Context: an optimization exercise on an open-source flow, tuned for small area. The choices shown serve that exercise and are no tape-out recipe.
RTL that was checked went through simulation tests only; none was proved equivalent to the original.
Function not checked in run 2: the RTL went through the layout flow alone.
Power figures rest on the tool's default switching activity, not on a simulated workload.

==> design/flow/run.sh <==
#!/bin/bash
# synth_recipe.tcl (not shown) runs the flow's synth.tcl, then flattens the netlist and writes it again
# the make line also repeats each setting of config.mk as NAME=value (left out here)
make -C /OpenROAD-flow-scripts/flow DESIGN_CONFIG=/design/flow/config.mk WORK_HOME=/design/flow/orfs CLKGATE_MAP_FILE= SYNTH_SCRIPT=/design/flow/synth_recipe.tcl finish
==> design/flow/config.mk <==
export PLATFORM = sky130hd
export DESIGN_NAME = pianoTiles
export DESIGN_NICKNAME = pianoTiles
export VERILOG_FILES = /design/flow/design.v
export SDC_FILE = /design/flow/constraint.sdc
export NUM_CORES = 4
export LEC_CHECK = 0
export CAP_MARGIN = 20
export CORE_MARGIN = 2
export CORE_UTILIZATION = 40
export SLEW_MARGIN = 20
==> design/flow/constraint.sdc <==
create_clock -name core_clock -period 10.0 [get_ports {Clock}]
set_input_delay 2.0000 -clock core_clock [delete_from_list [all_inputs] [get_ports {Clock}]]
set_output_delay 2.0000 -clock core_clock [all_outputs]
set_load 0.01 [all_outputs]
==> design/flow/design.v <==
`timescale 1ns/1ps
`default_nettype none
module pianoTiles (
	input logic Clock,
	input logic resetn,
	input logic [3:0] keysN,
	output logic [7:0] x,
	output logic [6:0] y,
	output logic [2:0] colour,
	output logic plot,
	output logic renderBusy,
	output logic gameOver,
	output logic [6:0] hex0,
	output logic [6:0] hex1,
	output logic [6:0] hex2,
	output logic [6:0] hex3
);
	localparam logic [3:0] stIdle = 4'd0;
	localparam logic [3:0] stPre = 4'd1;    
	localparam logic [3:0] stES = 4'd2;     
	localparam logic [3:0] stEB = 4'd3;     
	localparam logic [3:0] stED = 4'd4;     
	localparam logic [3:0] stStep = 4'd5;
	localparam logic [3:0] stDS = 4'd6;
	localparam logic [3:0] stDB = 4'd7;
	localparam logic [3:0] stDD = 4'd8;
	localparam logic [3:0] stDead = 4'd9;
	logic [3:0] state;
	logic busy, step, drawPass;
	assign busy = (state == stEB) || (state == stDB);
	assign step = (state == stStep);
	assign drawPass = (state == stDB) || (state == stDD);
	logic [3:0] keyLevel, keySync1, keySync2, keyLast, judged;
	assign keyLevel = {keysN[0], keysN[1], keysN[2], keysN[3]};  
	always_ff @(posedge Clock) begin
		if (!resetn) begin
			keySync1 <= '1;
			keySync2 <= '1;
			keyLast <= '1;
			judged <= '0;
		end else begin
			keySync1 <= keyLevel;
			keySync2 <= keySync1;
			keyLast <= keySync2;
			judged <= (step ? 4'b0 : judged) | (keyLast & ~keySync2);
		end
	end
	logic [13:0] tickCount;
	logic tickEnd;
	assign tickEnd = (tickCount == 14'd11999);
	always_ff @(posedge Clock) begin
		if (!resetn || tickEnd) tickCount <= '0;
		else tickCount <= tickCount + 1'b1;
	end
	logic [17:0] lfsr;
	logic [3:0] randomBits;
	always_ff @(posedge Clock) begin
		if (!resetn) lfsr <= 18'h04d71;
		else lfsr <= {lfsr[16:0], ~^lfsr[17:2]};
	end
	assign randomBits[0] = lfsr[8];
	assign randomBits[1] = ~^(lfsr & 18'h0da25);
	assign randomBits[2] = ^(lfsr & 18'h3cc38);
	assign randomBits[3] = ^(lfsr & 18'h30c61);
	logic [4:0] phase;  
	logic [5:0] blocks [4];
	logic [3:0] bottom, hit;
	logic miss;
	logic [2:0] hitCount;
	always_comb begin
		for (int c = 0; c < 4; c++) begin
			if (phase >= 5'd7) bottom[c] = blocks[c][5];
			else if (phase == 5'd6) bottom[c] = 1'b0;
			else bottom[c] = blocks[c][4];
		end
	end
	assign hit = judged & bottom;
	assign miss = |(judged & ~bottom);
	assign hitCount = 3'(hit[0]) + 3'(hit[1]) + 3'(hit[2]) + 3'(hit[3]);
	always_ff @(posedge Clock) begin
		if (!resetn) begin
			phase <= 5'd20;
			for (int c = 0; c < 4; c++) blocks[c] <= '0;
		end else if (step) begin
			for (int c = 0; c < 4; c++) begin
				logic [5:0] b;
				b = blocks[c];
				if (hit[c]) begin
					if (phase >= 5'd7) b[5] = 1'b0;
					else b[4] = 1'b0;
				end
				if (phase == 5'd0) blocks[c] <= {b[4:0], randomBits[c]};
				else blocks[c] <= b;
			end
			phase <= (phase == 5'd0) ? 5'd21 : phase - 1'b1;
		end
	end
	logic [15:0] score;
	always_ff @(posedge Clock) begin
		if (!resetn) score <= '0;
		else if (step && !miss) score <= score + 16'(hitCount);
	end
	logic [6:0] prevRow;
	logic [1:0] prevCol;
	logic [3:0] prevPix;
	logic [2:0] prevBlk;
	logic [4:0] prevOff;
	logic [6:0] row;
	logic [1:0] col;
	logic [3:0] pix;
	logic [2:0] blk;
	logic [4:0] off;
	logic tileSet, last;
	always_comb begin
		if (!renderBusy) begin
			row = '0;
			col = '0;
			pix = '0;
			if (phase == 5'd21) begin
				blk = 3'd1;
				off = '0;
			end else begin
				blk = 3'd0;
				off = phase;
			end
		end else begin
			row = prevRow;
			col = prevCol;
			pix = prevPix;
			blk = prevBlk;
			off = prevOff;
			if (plot && prevPix != 4'd9) begin
				pix = prevPix + 1'b1;
			end else begin
				pix = '0;
				col = prevCol + 1'b1;
				if (prevCol == 2'd3) begin
					row = prevRow + 1'b1;
					if (prevOff == 5'd20) begin
						off = '0;
						blk = prevBlk + 1'b1;
					end else begin
						off = prevOff + 1'b1;
					end
				end
			end
		end
	end
	always_comb begin
		logic [5:0] b;
		b = blocks[col];
		tileSet = 1'b0;
		if (blk != 3'd0 && off != 5'd20) tileSet = b[blk - 3'd1];
	end
	assign last = (row == 7'd119) && (col == 2'd3) && (!tileSet || pix == 4'd9);
	always_ff @(posedge Clock) begin
		prevRow <= row;
		prevCol <= col;
		prevPix <= pix;
		prevBlk <= blk;
		prevOff <= off;
	end
	always_ff @(posedge Clock) begin
		if (!resetn) begin
			plot <= 1'b0;
			renderBusy <= 1'b0;
		end else begin
			plot <= busy && tileSet;
			renderBusy <= busy;
		end
	end
	always_ff @(posedge Clock) begin
		if (!resetn) begin
			state <= stIdle;
		end else begin
			case (state)
				stIdle: if (tickEnd) state <= stPre;
				stPre: state <= stES;
				stES: state <= stEB;
				stEB: if (last) state <= stED;
				stED: state <= stStep;
				stStep: state <= miss ? stDead : stDS;
				stDS: state <= stDB;
				stDB: if (last) state <= stDD;
				stDD: state <= stIdle;
				stDead: state <= stDead;
				default: state <= stIdle;
			endcase
		end
	end
	assign gameOver = (state == stDead);
	always_comb begin
		case (prevCol)
			2'd0: x = 8'd10 + 8'(prevPix);
			2'd1: x = 8'd40 + 8'(prevPix);
			2'd2: x = 8'd70 + 8'(prevPix);
			default: x = 8'd100 + 8'(prevPix);
		endcase
	end
	assign y = prevRow;
	assign colour = drawPass ? 3'd7 : 3'd0;
	localparam logic [111:0] segMap = {16'h1083, 16'h208e, 16'h02ba, 16'h8692, 16'hd004, 16'hd860, 16'h2812};
	logic [27:0] digits;
	always_comb begin
		for (int i = 0; i < 4; i++) begin
			for (int k = 0; k < 7; k++) begin
				digits[7*i + k] = segMap[16*k + 32'(score[4*i +: 4])];
			end
		end
	end
	assign hex0 = digits[6:0];
	assign hex1 = digits[13:7];
	assign hex2 = digits[20:14];
	assign hex3 = digits[27:21];
endmodule
`default_nettype wire
==> run summary, run 1 <==
The flow ran to the end and the layout has no timing, DRC or antenna violations. Summing all placed instances gives a cell area of 0.00767 mm². The most common cell in the synthesized netlist is sky130_fd_sc_hd__dfxtp_1. The final critical path time including I/O delays and setup works out to 4.35 ns. The slowest stage of the critical path is the sky130_fd_sc_hd__clkdlybuf4s50_1 cell.

Row generation in the floorplan step produced 48 rows. The area fraction in and, or, nand and nor cells after synthesis was 0.230. The tools report the pin count of the biggest net entering global routing as 90. The tools report the remaining max-slew budget at the tightest pin as 0.417. The initial antenna violation count is 0. After synthesis, the cell types taking the most area are sky130_fd_sc_hd__dfxtp_1 (34%), sky130_fd_sc_hd__ha_1 (7.7%), sky130_fd_sc_hd__nand2_1 (4.8%), sky130_fd_sc_hd__xnor2_1 (4.6%), sky130_fd_sc_hd__and2_1 (3.7%). The worst setup path is captured at an output port.

The adder and majority cell fraction of the synthesized area is 0.0852. The leakage power of the design was 3.09 nW; the final setup violation count was 0. By area, the combinational part of the netlist is dominated by simple AND/OR/NAND/NOR gates. The overall routing resource usage came out at 0.161. The die area was 0.0186 mm²; the count of yosys warnings during synthesis was 2. TritonCTS built the clock tree. The net switching share of the total power was 0.213. In the synthesized netlist, the cells that appear most often are sky130_fd_sc_hd__dfxtp_1 (120), sky130_fd_sc_hd__nand2_1 (89), sky130_fd_sc_hd__nor2_1 (62), sky130_fd_sc_hd__inv_1 (50). After routing the design area is 0.00826 mm². The number of nets in the finished design was 921.

The sequential area share after synthesis was 0.342; the weighted congestion at the end of routability-driven global placement was 0.848. Measured along the y axis, the die boundary spans 136 µm. The mapped netlist covers 0.00702 mm².

Setup repair after global routing left no endpoint under its margin. The core region is 0.0172 mm². After technology mapping, the gate count stands at 834.

The worst hold path belongs to the class reg -> reg. Data on the critical path arrives at its endpoint at 2.35 ns. On the worst path, the slowest cell contributes a delay of 0.56 ns. The clock reaches the later pin of the worst-skew pair after 0.42 ns. The layout overhead on the synthesized area is 17.6%, and the CTS buffer count is 17. Summed over all instances, the cell type with the most area after synthesis is sky130_fd_sc_hd__dfxtp_1.

For the number of hold buffers added after CTS, the log shows 0. The number of gates resized after CTS came out at 0. The clock passes through at most 2 buffers. The multiplexer share of the synthesized area came out at 0.0340.

Including well taps, the total number of placed cells is 1,075. The tool flagged a number of max-cap violations equal to 0. For the required time of the critical path, the log shows 8.00 ns. After detailed routing, the number of remaining DRC violations is 0. The number of global-route vias before repair came out at 5,081.

By startpoint and endpoint, the worst setup path is classified as reg -> out. The core occupancy in the finished layout is 0.479. Of all nets on the critical path, the largest fanout is 6.

The hold-critical path depth was 1; the synthesized-area fraction occupied by ao, oa, aoi and oai cells was 0.183. The sequential share of power was 0.436; the number of sinks on the clock net was 120. The post-route worst hold slack is 0.404 ns, and the design internal power is 0.000897 W.

The post-route clock skew came out at 0.00969 ns. The setup check on the worst reg-to-reg path leaves a slack of 6.02 ns. For the aggregate negative setup slack, the log shows 0 ns. The worst setup path is launched from a register. The average instance in the mapped netlist occupies 8.42 µm². The number of synthesized register bits works out to 120. The count of H-tree levels built during CTS came out at 4.

Average wire per standard cell: 12.9 µm. For this design the ratio of total power to cell area is 138 mW/mm². Post-synthesis cell type count: 72.

The count of nets left with antenna violations once routing finished came out at 0. For this block, the via count after detailed routing is 5,601. The number of antenna diodes in the final layout is 0. The share of async-settable or async-resettable flops after synthesis was 0. The fraction of the cycle the final worst path needs was 0.435. Number of synthesized flops with an enable pin: 0.

Leaving out filler cells and counting taps, the final layout contains 1,107. The global-route wire length before repair was 24,200 µm; the clock share of power was 0.518. The share of cells above drive strength 1 was 0.0635; the parity-gate share of the synthesized area counting xor and xnor cells was 0.0711. The leading register cell type out of synthesis is sky130_fd_sc_hd__dfxtp_1. Once the clock tree was built, the setup fixing pass inserted 0 buffers.

Clock-pin slew was measured on the worst setup and hold paths at 0.05 ns. The count of input and output buffers is 53, and the final number of max-transition violations is 0. The maximum vdd drop was 127 µV.

The effective utilization at floorplan is 0.407, and the final hold violation count is 0. The tools report the count of TritonRoute iterations in the first routing pass as 5. The tools report the relative contribution of combinational cells to total power as 0.046. The fraction of synthesized cell area taken by the top area cell type works out to 0.342.

Timing would allow up to 230 MHz. For the pin with the worst max-slew slack, the measured transition is 0.873 ns. For the number of top-level pins, the log shows 55. The wire-length estimate of the detail-placed layout is 10,100 µm.

The average via count per standard cell was 5.06. The violation count after the first detailed-routing iteration is 334. For the worst flop-to-flop path, the logic depth is 13. The clock root buffer was sky130_fd_sc_hd__clkbuf_16. The logs give 0 for the total overflow reported by the global router and 0.000242 W for the net switching power figure. The signal on the critical path passes through inv_1 -> ha_1 -> nor2_1 -> or3b_2 -> o21ai_0 -> clkdlybuf4s50_1. Summed over all layers, the routed wires come to 14,200 µm. The run gives 886 as the post-synthesis net count. The width of the chip is 136 µm.
==> layer usage <==
layer	up-vias	track usage	share of wire
met2	81	0.244	0.44
met1	2563	0.221	0.51
met4	0	0.0683	0.021
met3	23	0.0365	0.029
met5	-	0	0
li1	2934	-	-
==> cell families after synthesis <==
logic type,after synthesis
compound gates,181
buf+inv,92
xor+xnor,57
flops,120
mux,22
fa+ha+maj,46
other cells,1
simple gates,315
==> per-stage QoR <==
| stage | total power [W] | setup slack [ns] |
|---|---|---|
| 6_report | 0.00114 | 5.65 |
| 5_1_grt | 0.00118 | 5.48 |
| 4_1_cts | 0.00115 | 5.62 |
| 3_5_place_dp | 0.000560 | 5.99 |
| 3_3_place_gp | 0.000559 | 6.10 |
| 2_1_floorplan | 0.000549 | 6.31 |
==> placed cells by master (no fill, tap or decap), types with 5 or more instances in the layout <==
cell type / count
sky130_fd_sc_hd__a21boi_0: 19
sky130_fd_sc_hd__a21o_1: 5
sky130_fd_sc_hd__a21oi_1: 31
sky130_fd_sc_hd__a31oi_1: 13
sky130_fd_sc_hd__and2_1: 42
sky130_fd_sc_hd__and3_1: 8
sky130_fd_sc_hd__buf_4: 5
sky130_fd_sc_hd__clkbuf_16: 17
sky130_fd_sc_hd__clkbuf_8: 6
sky130_fd_sc_hd__clkdlybuf4s50_1: 52
sky130_fd_sc_hd__dfxtp_1: 120
sky130_fd_sc_hd__ha_1: 43
sky130_fd_sc_hd__inv_1: 50
sky130_fd_sc_hd__mux2i_1: 18
sky130_fd_sc_hd__nand2_1: 89
sky130_fd_sc_hd__nand2b_1: 33
sky130_fd_sc_hd__nand3_1: 20
sky130_fd_sc_hd__nand3b_1: 7
sky130_fd_sc_hd__nand4_1: 11
sky130_fd_sc_hd__nor2_1: 62
sky130_fd_sc_hd__nor2b_1: 7
sky130_fd_sc_hd__nor3_1: 8
sky130_fd_sc_hd__o211a_1: 5
sky130_fd_sc_hd__o211ai_1: 18
sky130_fd_sc_hd__o21a_1: 5
sky130_fd_sc_hd__o21ai_0: 43
sky130_fd_sc_hd__o31ai_1: 6
sky130_fd_sc_hd__xnor2_1: 37
sky130_fd_sc_hd__xor2_1: 20
==> cell type report <==
type | instances | area (µm²)
clock buffer | 26 | 519
clock inverter | 6 | 62.6
fill | 1661 | 8980
inverter | 50 | 188
multi-input combinational | 622 | 4240
sequential | 120 | 2400
tap | 225 | 282
timing repair buffer | 58 | 563
==> flip-flops by register name, indices dropped and copies added (netlist names) <==
| signal | flops |
|---|---|
| blocks | 24 |
| judged | 4 |
| keyLast | 4 |
| keySync1 | 4 |
| keySync2 | 4 |
| lfsr | 18 |
| phase | 5 |
| plot | 1 |
| prevBlk | 3 |
| prevCol | 2 |
| prevOff | 5 |
| prevPix | 4 |
| prevRow | 7 |
| renderBusy | 1 |
| score | 16 |
| state | 4 |
| tickCount | 14 |
==> power groups by stage <==
stage,Sequential (W),Clock (W),Combinational [W]
CTS,0.000497,0.000603,0.0000537
finish,0.000497,0.000590,0.0000524
global route,0.000498,0.000628,0.0000583
floorplan,0.000505,0,0.0000443
global placement,0.000507,0,0.0000523
detailed placement,0.000507,0,0.0000533
==> final timing paths <==
kind,startpoint,endpoint
setup reg to reg,prevCol[0]$_DFF_P_,state[2]$_SDFFE_PN0P_
setup / recovery,score[1]$_SDFFE_PN0P_,hex0[0]
hold reg to reg,keySync1[1]$_SDFF_PN1_,keySync2[1]$_SDFF_PN1_
hold / removal,keySync1[1]$_SDFF_PN1_,keySync2[1]$_SDFF_PN1_
==> worst max-delay path: cells and delay by family (launching register included) <==
kind / cells / cell delay, ns
AOI/OAI and AO/OA: 1 / 0.08
and+or+nand+nor: 2 / 0.53
DFF: 1 / 0.35
adders and majority gates: 1 / 0.25
buffers and inverters: 2 / 0.74
==> inputs of run 2 (changes only) <==
--- a/design/flow/design.v
+++ b/design/flow/design.v
@@ -47,21 +47,21 @@
 	end
 	logic [13:0] tickCount;
 	logic tickEnd;
-	assign tickEnd = (tickCount == 14'd11999);
+	assign tickEnd = ((tickCount & 14'h3fdb) == (14'h1b2c & 14'h3fdb));
 	always_ff @(posedge Clock) begin
 		if (!resetn || tickEnd) tickCount <= '0;
-		else tickCount <= tickCount + 1'b1;
-	end
-	logic [17:0] lfsr;
+		else tickCount <= {tickCount[12:0], ~(tickCount[13] ^ tickCount[4] ^ tickCount[0])};
+	end
+	logic [18:0] lfsr;  
 	logic [3:0] randomBits;
 	always_ff @(posedge Clock) begin
-		if (!resetn) lfsr <= 18'h04d71;
-		else lfsr <= {lfsr[16:0], ~^lfsr[17:2]};
-	end
-	assign randomBits[0] = lfsr[8];
-	assign randomBits[1] = ~^(lfsr & 18'h0da25);
-	assign randomBits[2] = ^(lfsr & 18'h3cc38);
-	assign randomBits[3] = ^(lfsr & 18'h30c61);
+		if (!resetn) lfsr <= 19'h09299;
+		else lfsr <= {lfsr[18] ^ lfsr[16] ^ lfsr[0], lfsr[18:1]};
+	end
+	assign randomBits[0] = ^(lfsr & 19'h12ca4);
+	assign randomBits[1] = ^(lfsr & 19'h0080a);
+	assign randomBits[2] = ^(lfsr & 19'h03409);
+	assign randomBits[3] = ^(lfsr & 19'h2028a);
 	logic [4:0] phase;  
 	logic [5:0] blocks [4];
 	logic [3:0] bottom, hit;
--- a/design/flow/config.mk
+++ b/design/flow/config.mk
@@ -5,7 +5,8 @@
 export SDC_FILE = /design/flow/constraint.sdc
 export NUM_CORES = 4
 export LEC_CHECK = 0
+export ABC_AREA = 1
 export CAP_MARGIN = 20
 export CORE_MARGIN = 2
-export CORE_UTILIZATION = 40
+export CORE_UTILIZATION = 70
 export SLEW_MARGIN = 20
==> run summary, run 2 <==
The flow ran to the end and the layout has no timing, DRC or antenna violations. The number of synthesized flops with an enable pin is 0. Commonest non-fill, non-tap cell in the layout: sky130_fd_sc_hd__nand2_1. Final number of max-transition violations: 0.

The remaining routing DRC violations was 0; the count of input and output buffers was 53. The net switching share of the total power is 0.296. The commonest cells after synthesis are sky130_fd_sc_hd__nand2_1 (172), sky130_fd_sc_hd__dfxtp_1 (121), sky130_fd_sc_hd__inv_1 (120), sky130_fd_sc_hd__nor2_1 (106). IR analysis of the VDD net gives a maximum drop of 146 µV. Dividing total power by cell area gives a power density of 163 mW/mm². Cell internal power was estimated by the tool at 0.000881 W. The tools report the worst-case setup margin in the final layout as 5.60 ns. The share of cells above drive strength 1 works out to 0.0768. The worst setup path is launched from a register. The run gives 0 as the total overflow reported by the global router. The worst setup path is captured at an output port. CTS saw 121 sinks. The critical path in this run is classified as reg -> out. Setup repair after global routing left no endpoint under its margin. For this run, the top clock speed supported by timing is 227 MHz.

The number of hold buffers added after CTS was 0. The layout overhead on the synthesized area was 16.8%. The worst path in the final design needs a cycle of 4.40 ns, including I/O delays and setup. The violation count after the first detailed-routing iteration is 420.

The repair_antennas step left the layout with diodes totalling 0. Entering global routing, the biggest net connects 52 pins. For the worst setup path, the data arrival time is 2.40 ns. Fraction of synthesized cell area taken by the top area cell type: 0.367. The synthesized design contains 121 register bits. In the final layout, the registers with the most flip-flops are blocks (24), lfsr (19), score (16). The analysis attributes to net switching a power of 0.000371 W. Setup violations remaining at the end of the flow were counted as 0. In the final routed layout, each cell accounts on average for 14.8 µm. The buffer depth of the longest clock path came out at 2. The fraction of the cycle the final worst path needs was 0.440.

The run gives 0 as the number of gates resized after CTS. Max-cap violations in this run came to 0. Counting the buffers created by CTS gives 17.

In this run the remaining antenna-violating nets after routing total 0. The number of different library cells used by synthesis comes to 49. The root buffer cell chosen for the clock tree is sky130_fd_sc_hd__clkbuf_8. The effective utilization at floorplan is 0.717. Summed over all cells, the static leakage comes to 3.30 nW. For the final routed database, the setup TNS stands at 0 ns. The mapped netlist covers 0.00660 mm².

When the netlist entered floorplanning its net count stood at 970. The leading register cell type out of synthesis was sky130_fd_sc_hd__dfxtp_1. Final hold violation count: 0. The min-delay analysis places its worst path in the category reg -> reg. For this run, the number of Yosys warnings is 2.

The logs give 0 for the initial antenna violation count and 0.120 for the relative contribution of combinational cells to total power. More flip-flops sit in one register than any other, and that register is blocks. The share of async-settable or async-resettable flops after synthesis came out at 0.

The tools report the overall routing resource usage as 0.328. The floorplan step set the die width to 101 µm. The number of top-level pins is 55. The number of global-route vias before repair is 5,900. The die covers 0.0102 mm². The cell type contributing the most total cell area after synthesis is sky130_fd_sc_hd__dfxtp_1. The required time of the critical path came out at 8.00 ns. Clock-pin slew was measured on the worst setup and hold paths at 0.07 ns. Row generation in the floorplan step produced 35 rows. For the clock share of power, the log shows 0.458. Worst-margin pin slew: 0.947 ns. TritonCTS built the clock tree.

Along the worst path, the maximum fanout reaches 7. The remaining max-slew budget at the tightest pin was 0.365. In the final design database the tool counted 1,014 nets. The run gives 11,100 µm as the post-detailed-placement half-perimeter wirelength. Detailed routing inserted a total of 6,205 vias. The clock tree synthesis step divided the H-tree into 4 levels.

The first global-routing pass estimated 26,900 µm of wire. The average via count per standard cell is 5.71, and the post-synthesis instance total is 919. The routed wire length came out at 16,100 µm. In this run the mean area of a mapped cell was 7.18 µm². The count of TritonRoute iterations in the first routing pass is 5, and the flip-flop count of the largest register after layout is 24.

The tools report the post-route clock skew as 0.00990 ns. The sequential share of power was 0.422. The post-CTS setup-driven buffer insertion count is 0, and the sequential area share after synthesis is 0.367. In the post-synthesis netlist, the biggest area contributors are sky130_fd_sc_hd__dfxtp_1 (37%), sky130_fd_sc_hd__nand2_1 (9.8%), sky130_fd_sc_hd__ha_1 (8.0%), sky130_fd_sc_hd__inv_1 (6.8%), sky130_fd_sc_hd__nor2_1 (6.0%). In the layout the commonest cells are sky130_fd_sc_hd__nand2_1 (172), sky130_fd_sc_hd__dfxtp_1 (121), sky130_fd_sc_hd__inv_1 (120). The total area inside the core boundary comes to 0.00920 mm². In this run the vertical extent of the chip is 101 µm. The weighted congestion at the end of routability-driven global placement was 0.955. Yosys instantiated no cell more often than sky130_fd_sc_hd__nand2_1.

The worst slack at placement was 5.53 ns. The source-to-sink clock delay at the later pin of the worst-skew pair was 0.53 ns.
run 2: stage by stage:
step           instance area [µm²]   util  power [W]  hold WS [ns]  std cells
6_report                      7700  0.838    0.00125         0.419       1087
3_5_place_dp                  7140  0.777   0.000680         0.403       1055
4_1_cts                       7700  0.838    0.00125         0.423       1087
2_1_floorplan                 6600      -   0.000640         0.390        919
5_1_grt                       7700  0.838    0.00130         0.433       1087
3_3_place_gp                  7140  0.777   0.000670         0.392       1055
run 2: path summary, 6_finish.rpt:
| path | startpoint | depth (start not counted) | slack, ns | endpoint |
|---|---|---|---|---|
| setup reg to reg | phase[0]$_SDFFE_PN0P_ | 19 | 6.38 | score[12]$_SDFFE_PN0P_ |
| hold reg to reg | lfsr[6]$_SDFF_PN0_ | 2 | 0.42 | lfsr[5]$_SDFF_PN0_ |
| hold / removal | lfsr[6]$_SDFF_PN0_ | 2 | 0.42 | lfsr[5]$_SDFF_PN0_ |
| setup / recovery | prevPix[2]$_DFF_P_ | 7 | 5.60 | x[3] |
run 2: per-layer routing:
metal  GRT usage  share of wire  vias up
met4       0.132          0.028        0
met3      0.0617          0.055       48
li1            -              -     3064
met1       0.380           0.41     2841
met2       0.593           0.51      252
met5           0              0        -
run 2: kinds of logic (layout without fill, tap and decap cells):
| logic type | after synthesis | in the layout | synth area share |
|---|---|---|---|
| AND/OR/NAND/NOR | 413 | 413 | 0.278 |
| buffers and inverters | 157 | 214 | 0.0931 |
| AO/OA/AOI/OAI | 152 | 152 | 0.133 |
| flip-flops | 121 | 121 | 0.367 |
| adder cells (fa/ha/maj) | 45 | 45 | 0.0888 |
| XOR/XNOR | 30 | 30 | 0.0398 |
| other | 1 | 1 | 0.000569 |
run 2: power groups by stage:
stage                     Combinational, W  Sequential, W  Clock, W
final                             0.000150       0.000528  0.000574
after CTS                         0.000148       0.000527  0.000577
after detailed placement          0.000144       0.000537         0
after global routing              0.000169       0.000531  0.000601
after floorplan                   0.000110       0.000530         0
after global placement            0.000135       0.000535         0
run 2: cell type report:
cell class	count	area, µm²
multi-input combinational	641	3560
sequential	121	2420
fill	559	1490
timing repair buffer	55	546
inverter	127	477
clock buffer	17	414
clock inverter	15	146
tap	111	139
run 2: critical path, stage by stage (launching register included):
cell and delay (ns):
sky130_fd_sc_hd__dfxtp_1 0.48, sky130_fd_sc_hd__inv_1 0.12, sky130_fd_sc_hd__ha_1 0.22, sky130_fd_sc_hd__or2_2 0.30, sky130_fd_sc_hd__nand3_1 0.08, sky130_fd_sc_hd__a32o_1 0.17, sky130_fd_sc_hd__inv_1 0.04, sky130_fd_sc_hd__clkdlybuf4s50_1 0.46

-- what the ideal ports hide --
How much do the figures lean on ideal ports? The routed layouts below were timed once more, with nothing changed but the port constraints. Step 1 sets driving cells, clkbuf_16 on the clock port and buf_2 on the other inputs (assumed; they add their load-dependent delay and slew). Step 2 also shifts input and output timing later by t, the mid clock arrival at the registers, as if the neighbouring blocks saw the same clock. Three values: no drivers, after step 1, after step 2; two values: the first two.
| run | t (ns) | setup WS [ns] | worst hold slack (ns) | worst setup path after step 2 | worst data-port slew with drivers (ns) |
|---|---|---|---|---|---|
| run 1 | 0.456 | 5.648 / 5.605 / 6.018 | 0.404 / 0.404 / 0.404 | register to register | 0.04 |
| run 2 | 0.555 | 5.601 / 5.567 / 5.430 | 0.419 / 0.419 / 0.419 | input to register | 0.04 |
After both steps every run listed still meets setup and hold. For run 2, which loses most, drivers alone change the setup slack by -0.034 ns; drivers and shift together by -0.171 ns.
